Source: an optimization exercise on an open RTL-to-GDS flow (aim: small area, a short achievable clock period and few clock cycles). Production flows keep margins and buffers that such runs may drop.
RTL that was checked went through simulation tests only; none was proved equivalent to the original.

==> module cache_data_store, before the edit <==
module cache_data_store
(
    input  logic                                 clk,
    input  logic [cache_geom_pkg::OFFSET_W-1:0]  addr_offset,
    input  logic                                 proc_write,
    input  logic [cache_geom_pkg::WORD_W-1:0]    wdata,
    input  logic                                 fill_we,
    input  logic [cache_geom_pkg::BLOCK_W-1:0]   fill_block,
    output logic [cache_geom_pkg::BLOCK_W-1:0]   line_block
);
    localparam int W = cache_geom_pkg::WORD_W;
    logic [cache_geom_pkg::WORDS_PER_BLOCK-1:0] sel_word;     
    logic [cache_geom_pkg::WORDS_PER_BLOCK-1:0] sel_fill;     
    logic [cache_geom_pkg::BLOCK_W-1:0]         next_block;
    for (genvar k = 0; k < cache_geom_pkg::WORDS_PER_BLOCK; k++)
    begin : g_word
        assign sel_word[k] = proc_write && addr_offset == k;
        assign sel_fill[k] = fill_we && !sel_word[k];
        cache_word_merge u_merge (
            .sel_a (sel_word[k]),
            .a     (wdata),
            .sel_b (sel_fill[k]),
            .b     (fill_block[k*W +: W]),
            .y     (next_block[k*W +: W])
        );
    end
    always_ff @(posedge clk)
    begin
        for (int k = 0; k < cache_geom_pkg::WORDS_PER_BLOCK; k++)
        begin
            if (sel_word[k] || sel_fill[k])
            begin
                line_block[k*W +: W] <= next_block[k*W +: W];
            end
        end
    end
endmodule
==> module cache_word_merge, before the edit <==
module cache_word_merge
(
    input  logic                               sel_a,
    input  logic [cache_geom_pkg::WORD_W-1:0]  a,
    input  logic                               sel_b,
    input  logic [cache_geom_pkg::WORD_W-1:0]  b,
    output logic [cache_geom_pkg::WORD_W-1:0]  y
);
    assign y = ({cache_geom_pkg::WORD_W{sel_a}} & a) | ({cache_geom_pkg::WORD_W{sel_b}} & b);
endmodule
==> flow/config.mk <==
export PLATFORM = sky130hd
export DESIGN_NAME = cache_top
export DESIGN_NICKNAME = cache_top
export VERILOG_FILES = /design/flow/design.v
export SDC_FILE = /design/flow/constraint.sdc
export NUM_CORES = 4
export LEC_CHECK = 0
export CAP_MARGIN = 20
export CORE_MARGIN = 2
export CORE_UTILIZATION = 45
export CTS_BUF_LIST = sky130_fd_sc_hd__clkbuf_4 sky130_fd_sc_hd__clkbuf_8
export SETUP_SLACK_MARGIN = 2.5
export SLEW_MARGIN = 20
export SYNTH_HIERARCHICAL = 1
==> flow/constraint.sdc <==
create_clock -name core_clock -period 6.0 [get_ports {clk}]
set_input_delay 1.2000 -clock core_clock [delete_from_list [all_inputs] [get_ports {clk}]]
set_output_delay 1.2000 -clock core_clock [all_outputs]
set_load 0.01 [all_outputs]
standard.sh (not shown) runs the stock make flow with config.mk's settings and CLKGATE_MAP_FILE= SYNTH_SCRIPT=/design/flow/synth_recipe.tcl, a recipe that flattens the netlist after the stock synthesis.
==> flow/flow/run.sh <==
#!/bin/bash
# standard layout, with plain buf_1 cells as the port buffers, and slow
# low-power inverters and buffer-pairs kept out of timing repair
set -euo pipefail
W=$(pwd)
PLAT_DONT_USE=$(make -s -C "$FLOW_HOME" DESIGN_CONFIG="$W/config.mk" WORK_HOME="$W/orfs" print-DONT_USE_CELLS | sed -n 's/^DONT_USE_CELLS: *//p')
EXTRA="sky130_fd_sc_hd__clkinvlp_2 sky130_fd_sc_hd__clkinvlp_4 sky130_fd_sc_hd__bufbuf_8 sky130_fd_sc_hd__bufbuf_16 sky130_fd_sc_hd__clkdlybuf4s15_1 sky130_fd_sc_hd__clkdlybuf4s15_2 sky130_fd_sc_hd__clkdlybuf4s18_1 sky130_fd_sc_hd__clkdlybuf4s18_2 sky130_fd_sc_hd__clkdlybuf4s25_1 sky130_fd_sc_hd__clkdlybuf4s25_2 sky130_fd_sc_hd__clkdlybuf4s50_1 sky130_fd_sc_hd__clkdlybuf4s50_2"
echo "DONT_USE_CELLS=$PLAT_DONT_USE $EXTRA" > dont_use.log
bash standard.sh finish DONT_USE_CELLS="$PLAT_DONT_USE $EXTRA" BUFFER_PORTS_ARGS="-buffer_cell sky130_fd_sc_hd__buf_1" > standard_flow.log 2>&1
Next try:
--- a/flow/design.v
+++ b/flow/design.v
@@ -95,40 +95,19 @@
 );
     localparam int W = cache_geom_pkg::WORD_W;
-    logic [cache_geom_pkg::WORDS_PER_BLOCK-1:0] sel_word;     
-    logic [cache_geom_pkg::WORDS_PER_BLOCK-1:0] sel_fill;     
-    logic [cache_geom_pkg::BLOCK_W-1:0]         next_block;
-    for (genvar k = 0; k < cache_geom_pkg::WORDS_PER_BLOCK; k++)
-    begin : g_word
-        assign sel_word[k] = proc_write && addr_offset == k;
-        assign sel_fill[k] = fill_we && !sel_word[k];
-        cache_word_merge u_merge (
-            .sel_a (sel_word[k]),
-            .a     (wdata),
-            .sel_b (sel_fill[k]),
-            .b     (fill_block[k*W +: W]),
-            .y     (next_block[k*W +: W])
-        );
-    end
     always_ff @(posedge clk)
     begin
         for (int k = 0; k < cache_geom_pkg::WORDS_PER_BLOCK; k++)
         begin
-            if (sel_word[k] || sel_fill[k])
+            if (proc_write && addr_offset == k)
+            begin
+                line_block[k*W +: W] <= wdata;
+            end
+            else if (fill_we)
             begin
-                line_block[k*W +: W] <= next_block[k*W +: W];
+                line_block[k*W +: W] <= fill_block[k*W +: W];
             end
         end
     end
 endmodule
-module cache_word_merge
-(
-    input  logic                               sel_a,
-    input  logic [cache_geom_pkg::WORD_W-1:0]  a,
-    input  logic                               sel_b,
-    input  logic [cache_geom_pkg::WORD_W-1:0]  b,
-    output logic [cache_geom_pkg::WORD_W-1:0]  y
-);
-    assign y = ({cache_geom_pkg::WORD_W{sel_a}} & a) | ({cache_geom_pkg::WORD_W{sel_b}} & b);
-endmodule
 `timescale 1ns/1ps
 module cache_controller
Synthesized area rose by 1.3%.
Die area rose by 1.3%.
Setup slack improved by 0.050 ns.
Design area barely changes.
Sequential share of layout area grows by 0.12 points.
Testbench counts after the change, summed over its fixed seeds: cycles 62,883.
Function not checked in the first run of this note: the RTL went through the layout flow alone.

what the ideal ports hide:
The flow's constraints put no driver on any port. The routed layouts listed below were extracted and timed again, unchanged, in two steps. Step 1 sets driving cells, clkbuf_16 on the clock port and buf_2 on the other inputs (assumed; they add their load-dependent delay and slew). Step 2 adds t to the input delays and takes it off the output delays; t is the mean of the earliest and latest rising clock arrival at the registers after step 1. Input paths then give back, and output paths get back, about the clock's delay inside the block. Slacks: ideal / step 1 / step 2; pairs: ideal / step 1.
run	t (ns)	slack for setup (ns)	clock arrival spread, ns	worst register clock-pin slew, ns
the first run	0.497	2.515 / 2.472 / 2.365	0.019 / 0.019	0.10 / 0.10
the second run	0.491	2.564 / 2.489 / 2.393	0.023 / 0.023	0.11 / 0.11
After both steps every run listed still meets setup and hold. The setup slack of the second run, which loses most, moves by -0.075 ns with the drivers and by -0.171 ns with both steps.
